Background: an optimization exercise with open tools, aiming at small area, a short achievable clock period and few clock cycles. Do not read the settings as production practice.
In this exercise RTL edits were held to simulation tests only and were not proved equivalent to the original.

## v48
// mandel_render_top
module mandel_render_top #(
    parameter int IMG_W = 8,
    parameter int IMG_H = 6
) (
    input  logic                                 clk,
    input  logic                                 reset,
    input  logic                                 cfg_sen,
    input  logic                                 cfg_sclk,
    input  logic                                 cfg_sdata,
    output logic                                 pixel_valid,
    output logic [mandel_fixed_pkg::PIX_WIDTH-1:0] pixel_count,
    output logic                                 frame_done,
    output logic                                 busy
);
For scale: ~1200 cells after synthesis, ~12 I/O pins, roughly 14000 um^2 of cells after synthesis.
clock: 9.0 ns
lec_check: 0
cap_margin: 20
core_margin: 2
core_utilization: 40
slew_margin: 20
standard.sh (not shown) runs the stock make flow with config.mk's settings and CLKGATE_MAP_FILE= SYNTH_SCRIPT=/design/flow/synth_recipe.tcl, a recipe that flattens the netlist after the stock synthesis.
==> flow/flow/run.sh <==
#!/bin/bash
set -euo pipefail
R="$PWD/orfs/results/$FLOW_PLATFORM/mandel_render_top/base"
bash standard.sh "$R/1_2_yosys.v" > synth_make.log 2>&1
cp "$R/1_2_yosys.v" yosys_netlist_before_polarity.v
python3 flow/polarity.py "$R/1_2_yosys.v" > polarity.log 2>&1
bash standard.sh finish SETUP_SLACK_MARGIN=6.0 > layout_make.log 2>&1
Other scripts of this flow, unchanged in this note and not shown: flow/flow/polarity.py
v48: flow completed, timing, DRC and antenna clean
Testbench counts of v48, summed over its fixed seeds: cycles 220,512.
Edits applied to the flow inputs when going from v48 to v15:
- ABC_AREA now 1, previously not set
Notes after the runs:
- Area growth from synthesis to layout | v15 below v48
- v48 vs v15, endpoint of the worst setup timing path: u_engine.xcin2 vs pixel_count[3]
- Comparing v48 and v15, largest net degree at the start of global routing is higher on v48.
- Count of nets after finishing, v48 and v15, higher one = v15.
- In v15 relative to v48, post-route standard cell area excluding fillers had gone up slightly.
- [diff] register-to-register slack, v15 relative to v48: improvement
- v48 → v15: die area went up 490 um^2, number of signal-net buffers in the layout lost 30%.
- The slack of the critical path number comes out higher for v15 vs v48.
- Looking at flip-flop and latch share of the layout cell area, v15 sits 0.29 points lower than v48 does.
## Diff of input files: v37 against v15
- PLACE_DENSITY now 0.75, previously not set
- ABC_AREA no longer set, was 1
- CORE_UTILIZATION now 65, was 40
Going from v15 to v37, the fraction of final layout cells sized beyond drive strength 1 was found to have gone up by 4.2 points. Result: PASS for each of v15 and v37. | post-route cell area | lower: v37 |. Side by side, non-clock buffer count turned out higher in v37 than in v15.
### v37 -> v20
- CORE_UTILIZATION changed from 65 to 40
- PLACE_DENSITY removed (was 0.75)
diff --git a/flow/flow/run.sh b/flow/flow/run.sh
--- a/flow/flow/run.sh
+++ b/flow/flow/run.sh
@@ -7 +7 @@
-bash standard.sh finish SETUP_SLACK_MARGIN=6.0 > layout_make.log 2>&1
+bash standard.sh finish SETUP_SLACK_MARGIN=6.0 "BUFFER_PORTS_ARGS=-buffer_cell sky130_fd_sc_hd__buf_4" > layout_make.log 2>&1
--- outcome ---
No stage failed in v20, and the final checks on the layout all came back clean. v20 ends up with a number of buffers outside the clock class in the layout that is 32% higher than in v37. From v37 to v20 the numbers moved as follows: die area went up; via count went down; layout filler cell count went up. Wire: v20 routes more than v37. v20 vs v37 on post-route minimum period: v20 is the lower one. Looking only at fraction of final layout cells with drive strength greater than 1, and setting everything else aside, the lower value of v37 and v20 goes to v37.

== red ==
mandel_render_top, a different RTL version from the one above (not shown whole).
Size: ~1300 cells after synthesis, about 12 I/O pins, ~14000 sq um of cells after synthesis.
Design mandel_render_top, start of the top module:
module mandel_render_top #(
    parameter int IMG_W = 8,
    parameter int IMG_H = 6
) (
    input  logic                                 clk,
    input  logic                                 reset,
    input  logic                                 cfg_sen,
    input  logic                                 cfg_sclk,
    input  logic                                 cfg_sdata,
    output logic                                 pixel_valid,
    output logic [mandel_fixed_pkg::PIX_WIDTH-1:0] pixel_count,
    output logic                                 frame_done,
    output logic                                 busy
);
    mandel_cfg_pkg::cfg_t cfg;
    logic start;
    serial_config_rx u_rx (
        .clk       (clk),
        .reset     (reset),
        .cfg_sen   (cfg_sen),
        .cfg_sclk  (cfg_sclk),
        .cfg_sdata (cfg_sdata),
        .cfg       (cfg),
        .start     (start)
    );
    mandel_engine u_engine (
        .clk         (clk),
        .reset       (reset),
        .cfg         (cfg),
        .start       (start),
        .pixel_valid (pixel_valid),
        .pixel_count (pixel_count),
        .frame_done  (frame_done),
        .busy        (busy)
    );
endmodule
clock: 9.0 ns
lec_check: 0
abc_area: 1
cap_margin: 20
core_margin: 2
core_utilization: 55
cts_cluster_diameter: 150
cts_cluster_size: 20
place_density: 0.7
slew_margin: 20
==> flow/flow/run.sh <==
#!/bin/bash
set -euo pipefail
R="$PWD/orfs/results/$FLOW_PLATFORM/mandel_render_top/base"
bash standard.sh "$R/1_2_yosys.v" > synth_make.log 2>&1
cp "$R/1_2_yosys.v" yosys_netlist_before_polarity.v
python3 flow/polarity.py "$R/1_2_yosys.v" > polarity.log 2>&1
bash standard.sh finish SETUP_SLACK_MARGIN=6.0 > layout_make.log 2>&1
Other scripts of this flow, unchanged in this note and not shown: flow/flow/polarity.py
Testbench counts of red, summed over its fixed seeds: cycles 220,512.
--- input diff red..blue ---
Settings: PLACE_DENSITY no longer set, was 0.7; CORE_UTILIZATION now 40, was 55.
--- a/flow/flow/run.sh
+++ b/flow/flow/run.sh
@@ -6,2 +6,2 @@
 python3 flow/polarity.py "$R/1_2_yosys.v" > polarity.log 2>&1
-bash standard.sh finish SETUP_SLACK_MARGIN=6.0 > layout_make.log 2>&1
+bash standard.sh finish SETUP_SLACK_MARGIN=6.0 "BUFFER_PORTS_ARGS=-buffer_cell sky130_fd_sc_hd__buf_4" > layout_make.log 2>&1
==> notes.md <==
Final critical-path required period for blue is lower than for red. Compared with red, in blue critical path depth went up, worst setup timing slack at the placement stage climbed 0.031 ns, number of inserted diodes lost 1, post-CTS clock slew at the launch and capture registers of the worst setup and hold paths neither gained nor lost much, worst-case setup margin in the final layout moved up. Re layout overhead on the synthesized area: blue is 0.70 points up on red. In the metrics for red and blue, the one carrying the lower die area is red.
--- input diff blue..green ---
Settings: a change of CTS_CLUSTER_SIZE from 20 to 25; a change of CTS_CLUSTER_DIAMETER from 150 to 175.
--- a/flow/flow/run.sh
+++ b/flow/flow/run.sh
@@ -6,2 +6,2 @@
 python3 flow/polarity.py "$R/1_2_yosys.v" > polarity.log 2>&1
-bash standard.sh finish SETUP_SLACK_MARGIN=6.0 "BUFFER_PORTS_ARGS=-buffer_cell sky130_fd_sc_hd__buf_4" > layout_make.log 2>&1
+bash standard.sh finish SETUP_SLACK_MARGIN=6.0 > layout_make.log 2>&1
==> comparison <==
In green, the average vias per placed instance came out 0.018 above the value in blue. Portion of the clock cycle consumed by the worst path in the final layout: blue and green compared, lower one is green. green against blue: ratio of cells with drive above 1 in the final layout down 1.4 points; number of clock-tree buffers in the layout -3.

mandel_render_top with an RTL version that a note above also has.
For scale: about 1,400 cells after synthesis, ~12 I/O pins, roughly 14,000 um^2 of cells after synthesis.
Settings: LEC_CHECK=0, ABC_AREA=1, CAP_MARGIN=20, CORE_MARGIN=2, CORE_UTILIZATION=40, CTS_CLUSTER_DIAMETER=200, CTS_CLUSTER_SIZE=30, SLEW_MARGIN=20; clock period 9.0 ns.
==> flow/flow/run.sh <==
#!/bin/bash
set -euo pipefail
R="$PWD/orfs/results/$FLOW_PLATFORM/mandel_render_top/base"
bash standard.sh "$R/1_2_yosys.v" > synth_make.log 2>&1
cp "$R/1_2_yosys.v" yosys_netlist_before_polarity.v
python3 flow/polarity.py "$R/1_2_yosys.v" > polarity.log 2>&1
bash standard.sh finish SETUP_SLACK_MARGIN=6.0 > layout_make.log 2>&1
Other scripts of this flow, unchanged in this note and not shown: flow/flow/polarity.py
Testbench counts at the start, summed over its fixed seeds: cycles 220,512.
Then changed:
Settings changed: ABC_AREA 1 to not set, CTS_BUF_LIST set to sky130_fd_sc_hd__clkbuf_4 sky130_fd_sc_hd__clkbuf_8, CTS_CLUSTER_DIAMETER 200 to not set, CTS_CLUSTER_SIZE 30 to not set.
Clock skew rises by 0.0039 ns.
Synthesized area falls by 1.4%.
Via count falls by 1.9%.
Design area rises by 4.4%.
Non-clock buffer count rises by 25.
Wire length rises by 3.6%.
First-iteration DRC count rises by 28%.

== run A ==
RTL: one of the versions met above, not the one the previous note started from.
Size: about 1300 cells after synthesis, ~12 I/O pins.
Settings: LEC_CHECK=0, ABC_AREA=1, CAP_MARGIN=20, CORE_MARGIN=2, CORE_UTILIZATION=40, CTS_CLUSTER_DIAMETER=150, CTS_CLUSTER_SIZE=20, SLEW_MARGIN=20; clock period 9.0 ns.
Scripts as last shown in full above: flow/flow/run.sh
Other scripts of this flow, unchanged in this note and not shown: flow/flow/polarity.py
Looking at the reports, run A completed the entire flow and the layout it produced met the timing, DRC and antenna checks.
Testbench counts of run A, summed over its fixed seeds: cycles 220,512.
Edits applied to the flow inputs when going from run A to run B:
# run A
export LEC_CHECK = 0
export ABC_AREA = 1
export CAP_MARGIN = 20
export CORE_MARGIN = 2
export CORE_UTILIZATION = 40
export CTS_CLUSTER_DIAMETER = 150
export CTS_CLUSTER_SIZE = 20
export SLEW_MARGIN = 20
create_clock -name core_clock -period 9.0 [get_ports {clk}]
# run B
export LEC_CHECK = 0
export ABC_AREA = 1
export CAP_MARGIN = 20
export CORE_MARGIN = 2
export CORE_UTILIZATION = 40
export CTS_CLUSTER_DIAMETER = 150
export CTS_CLUSTER_SIZE = 20
export GPL_ROUTABILITY_DRIVEN = 0
export SLEW_MARGIN = 20
create_clock -name core_clock -period 9.0 [get_ports {clk}]
Notes after the runs:
From run B to run A, synthesized cell count did not move at all.
Run A and run B ended up with nearly the same mean cell area of the mapped netlist.
Status: met1 capacity usage during global routing parity (run A, run B)
From run B to run A, wire length after detailed routing did not move at all.
Diff run A..run B | cell area | unchanged
Hold slack came out exactly the same in run A and run B.
Diff run A..run B | final period utilization | unchanged

==> re-timing with driven ports <==
How much do the figures lean on ideal ports? The routed layouts below were timed once more, with nothing changed but the port constraints.
Step 1 sets driving cells, clkbuf_16 on the clock port and buf_2 on the other inputs (assumed; they add their load-dependent delay and slew).
Step 2 also shifts input and output timing later by t, the mid clock arrival at the registers, as if the neighbouring blocks saw the same clock.
Three values: ideal ports, drivers, drivers and shift; two values: the first two.
run	t (ns)	setup slack, ns	worst data-port slew with drivers (ns)	cell pins on the clock port's net
v48	0.578	6.044 / 6.030 / 6.044	0.04	1
v15	0.587	6.061 / 6.011 / 6.089	0.03	1
v37	0.577	5.978 / 5.978 / 5.978	0.03	1
v20	0.579	6.011 / 6.011 / 6.011	0.04	1
red	0.524	6.027 / 6.027 / 6.027	0.03	1
blue	0.534	6.039 / 6.039 / 6.039	0.03	1
green	0.532	6.068 / 6.068 / 6.068	0.03	1
the first run of note 3	0.516	6.052 / 6.052 / 6.052	0.03	1
the second run of note 3	0.582	6.048 / 6.014 / 6.048	0.04	1
run A	0.544	6.073 / 6.054 / 6.073	0.03	1
run B	0.544	6.073 / 6.054 / 6.073	0.03	1
After both steps every run listed still meets setup and hold.
